This is an optimization exercise on Yosys and OpenROAD, whose aim is small area, a short achievable clock period and few clock cycles, not a production implementation.
No activity file was given, so power comes from the tool's default toggle rates.

==> nickel <==
==> flow/design.v (excerpt) <==
module replay_block_deframer_core
(
    input  logic        i_clk,
    input  logic        i_rst_n,
    input  logic        i_valid,
    output logic        o_stall,
    input  logic [7:0]  i_data_byte,
    output logic        o_valid,
    input  logic        i_stall,
    output logic        o_result_kind,
    output logic [3:0]  o_marker_bits,
    output logic [31:0] o_timestamp_bits,
    output logic [31:0] o_content_length,
    output logic [7:0]  o_block_type,
    output logic [31:0] o_block_param,
    output logic [7:0]  o_content_byte,
    output logic        o_last_of_block
);
==> module rbd_fadd, before the edit <==
module rbd_fadd
(
    input  logic        i_clk,
    input  logic        i_rst_n,
    input  logic        i_load,
    input  logic [3:0]  i_lane_we,
    input  logic [7:0]  i_delta,
    input  logic [31:0] i_a,
    output logic        o_busy,
    output logic [31:0] o_time
);
    logic [31:0] o_sum;
    logic [2:0]  r_p;       
    logic [7:0]  r_md;      
    logic        r_dz;      
    logic [3:0]  r_st;      
    logic [4:0]  r_sh;
    logic        r_dbig;
    logic [27:0] r_w;
    assign r_w = o_time[27:0];
    logic [7:0]  r_e;
    logic        sa;
    logic [7:0]  ea;
    logic [7:0]  ea_eff;
    logic [23:0] ma;
    assign sa     = i_a[31];
    assign ea     = i_a[30:23];
    assign ea_eff = (ea == 8'd0) ? 8'd1 : ea;
    assign ma     = {ea != 8'd0, i_a[22:0]};
    logic [2:0] ld_p;
    always_comb begin
        ld_p = 3'd0;
        for (int i = 0; i < 8; i++) begin
            if (i_delta[i]) ld_p = 3'(i);
        end
    end
    always_ff @(posedge i_clk) begin
        if (i_load) begin
            r_p  <= ld_p;
            r_md <= i_delta << (3'd7 - ld_p);
            r_dz <= (i_delta == 8'd0);
        end
    end
    logic done;
    assign done   = r_st[3] && (r_w[27] || r_w[26] || (r_w == 28'd0));
    assign o_busy = |r_st;
    always_ff @(posedge i_clk) begin
        if (!i_rst_n) begin
            r_st <= '0;
        end else begin
            r_st[0] <= i_load;
            r_st[1] <= r_st[0];
            r_st[2] <= r_st[1];
            r_st[3] <= r_st[2] || (r_st[3] && !done);
        end
    end
    logic [8:0] diff;       
    logic [8:0] adiff;
    assign diff  = {1'b0, ea_eff} - 9'd127 - {6'd0, r_p};
    assign adiff = diff[8] ? (9'd0 - diff) : diff;
    always_ff @(posedge i_clk) begin
        if (r_st[0]) begin
            r_dbig <= diff[8] || ((diff == 9'd0) &&
                      ((r_md > ma[23:16]) || ((r_md == ma[23:16]) && (ma[15:0] == 16'd0))));
            r_sh   <= (adiff > 9'd31) ? 5'd31 : adiff[4:0];
        end
    end
    logic [26:0] y_sh;
    always_comb begin
        logic [26:0] v;
        logic        st;
        v  = r_dbig ? {ma, 3'b000} : {r_md, 19'd0};
        st = 1'b0;
        if (r_sh[0]) begin st = st | v[0];          v = v >> 1;  end
        if (r_sh[1]) begin st = st | (|v[1:0]);     v = v >> 2;  end
        if (r_sh[2]) begin st = st | (|v[3:0]);     v = v >> 4;  end
        if (r_sh[3]) begin st = st | (|v[7:0]);     v = v >> 8;  end
        if (r_sh[4]) begin st = st | (|v[15:0]);    v = v >> 16; end
        y_sh = v | {26'd0, st};
    end
    logic [26:0] x;
    logic [27:0] s;
    assign x = r_dbig ? {r_md, 19'd0} : {ma, 3'b000};
    rbd_add #(.W(28)) u_add (
        .i_a    ({1'b0, x}),
        .i_b    (r_w),
        .i_cin  (sa),
        .o_sum  (s),
        .o_cout ()
    );
    always_ff @(posedge i_clk) begin
        if (r_st[1]) begin
            o_time[27:0] <= {sa, sa ? ~y_sh : y_sh};
        end else if (r_st[2]) begin
            o_time[27:0] <= s;
            r_e <= r_dbig ? (8'd127 + {5'd0, r_p}) : ea_eff;
        end else if (done) begin
            o_time <= o_sum;
        end else if (r_st[3]) begin
            o_time[27:0] <= {r_w[26:0], 1'b0};
            r_e <= r_e - 8'd1;
        end else begin
            for (int k = 0; k < 4; k++) begin
                if (i_lane_we[k]) o_time[8*k +: 8] <= i_delta;
            end
        end
    end
    logic [23:0] m;
    logic        g;
    logic        stk;
    logic        up;
    logic [24:0] mant;
    logic [7:0]  e2;
    assign m    = r_w[27] ? r_w[27:4] : r_w[26:3];
    assign g    = r_w[27] ? r_w[3] : r_w[2];
    assign stk  = r_w[27] ? (|r_w[2:0]) : (|r_w[1:0]);
    assign up   = g & (stk | m[0]);
    rbd_add #(.W(25)) u_round (
        .i_a    ({1'b0, m}),
        .i_b    (25'd0),
        .i_cin  (up),
        .o_sum  (mant),
        .o_cout ()
    );
    assign e2   = r_e + {7'd0, r_w[27]} + {7'd0, mant[24]};
    always_comb begin
        if (ea == 8'hFF) begin
            o_sum = i_a | {9'd0, i_a[22:0] != 23'd0, 22'd0};
        end else if (r_dz) begin
            o_sum = (i_a[30:0] == 31'd0) ? 32'd0 : i_a;
        end else if (!r_w[27] && !r_w[26]) begin
            o_sum = 32'd0;
        end else begin
            o_sum = {sa & ~r_dbig, e2, mant[22:0]};
        end
    end
endmodule
export LEC_CHECK = 0
export CAP_MARGIN = 20
export CORE_MARGIN = 2
export CORE_UTILIZATION = 55
export CTS_BUF_LIST = sky130_fd_sc_hd__clkbuf_4
export CTS_CLUSTER_SIZE = 25
export SETUP_SLACK_MARGIN = 5
export SLEW_MARGIN = 20
create_clock -name core_clock -period 8.5 [get_ports {i_clk}]
run.sh (not shown) runs the stock make flow with config.mk's settings and CLKGATE_MAP_FILE= SYNTH_SCRIPT=/design/flow/synth_recipe.tcl, a recipe that flattens the netlist after the stock synthesis.
==> inputs of pepper, as changes to nickel <==
--- a/flow/design.v
+++ b/flow/design.v
@@ -122,7 +122,13 @@
         .o_sum  (mant),
         .o_cout ()
     );
-    assign e2   = r_e + {7'd0, r_w[27]} + {7'd0, mant[24]};
+    logic [7:0]  e_1;
+    logic [7:0]  e_2;
+    logic        rc;
+    assign e_1  = r_e + 8'd1;
+    assign e_2  = r_e + 8'd2;
+    assign rc   = up & (&m);
+    assign e2   = (r_w[27] & rc) ? e_2 : ((r_w[27] | rc) ? e_1 : r_e);
     always_comb begin
         if (ea == 8'hFF) begin
             o_sum = i_a | {9'd0, i_a[22:0] != 23'd0, 22'd0};
--- a/flow/config.mk
+++ b/flow/config.mk
@@ -7,8 +7,8 @@
 export LEC_CHECK = 0
 export CAP_MARGIN = 20
 export CORE_MARGIN = 2
-export CORE_UTILIZATION = 55
-export CTS_BUF_LIST = sky130_fd_sc_hd__clkbuf_4
-export CTS_CLUSTER_SIZE = 25
+export CORE_UTILIZATION = 40
+export CTS_CLUSTER_DIAMETER = 100
+export CTS_CLUSTER_SIZE = 22
 export SETUP_SLACK_MARGIN = 5
 export SLEW_MARGIN = 20
==> comparison table <==
metric                                                                  pepper                         nickel
Post-Place Cell Area                                                0.0192 mm²                     0.0186 mm²
Share of power burned in registers                                       40.3%                          39.7%
Max stage delay cell, worst path                       sky130_fd_sc_hd__or4b_4         sky130_fd_sc_hd__or4_4
Clock buffer instance count of the final layout                             24                            114
Start point of the worst hold path               u_front.r_hflags[0]$_DFFE_PP_  u_front.r_hflags[2]$_DFFE_PP_
Final core utilization                                                   48.9%                          67.1%
Upper clock frequency limit                                            260 MHz                        246 MHz
Internal portion of total power                                        2590 µW                        2690 µW
Critical Path Max Stage Delay                                           550 ps                         490 ps
Initial drt markers                                                      1,303                          1,596
Result of the run                             no timing/DRC/antenna violations  no timing/DRC/antenna violations
Simple-Gate Fraction of Synth Area                                       16.4%                          14.8%
Worst Reg-to-Reg Cells                                                      12                             19
Htree depth                                                                  1                              3
Final setup skew                                                       45.1 ps                        59.4 ps
Number of global-route vias before repair                               14,000                         14,100
No functional check of the RTL was part of any run of this note.

-- re-timing with driven ports --
Ports are ideal in the flow. The routed layouts listed here were re-timed in OpenROAD.
Step 1: set_driving_cell puts a clkbuf_16 on i_clk and a buf_2 on each other input, an assumption about the parent block.
Step 2 also shifts input and output timing later by t, the mid clock arrival at the registers, as if the neighbouring blocks saw the same clock.
Slacks: ideal / step 1 / step 2; pairs: ideal / step 1.
| run | t, ns | setup slack, ns | hold WS [ns] | worst slew at a driven data input, ns |
|---|---|---|---|---|
| nickel | 0.733 | 4.438 / 4.438 / 4.154 | 0.423 / 0.423 / 0.423 | 0.05 |
| pepper | 0.577 | 4.648 / 4.648 / 4.520 | 0.431 / 0.431 / 0.431 | 0.06 |
After both steps every run listed still meets setup and hold. For nickel, which loses most, drivers alone change the setup slack by 0.000 ns; drivers and shift together by -0.284 ns.
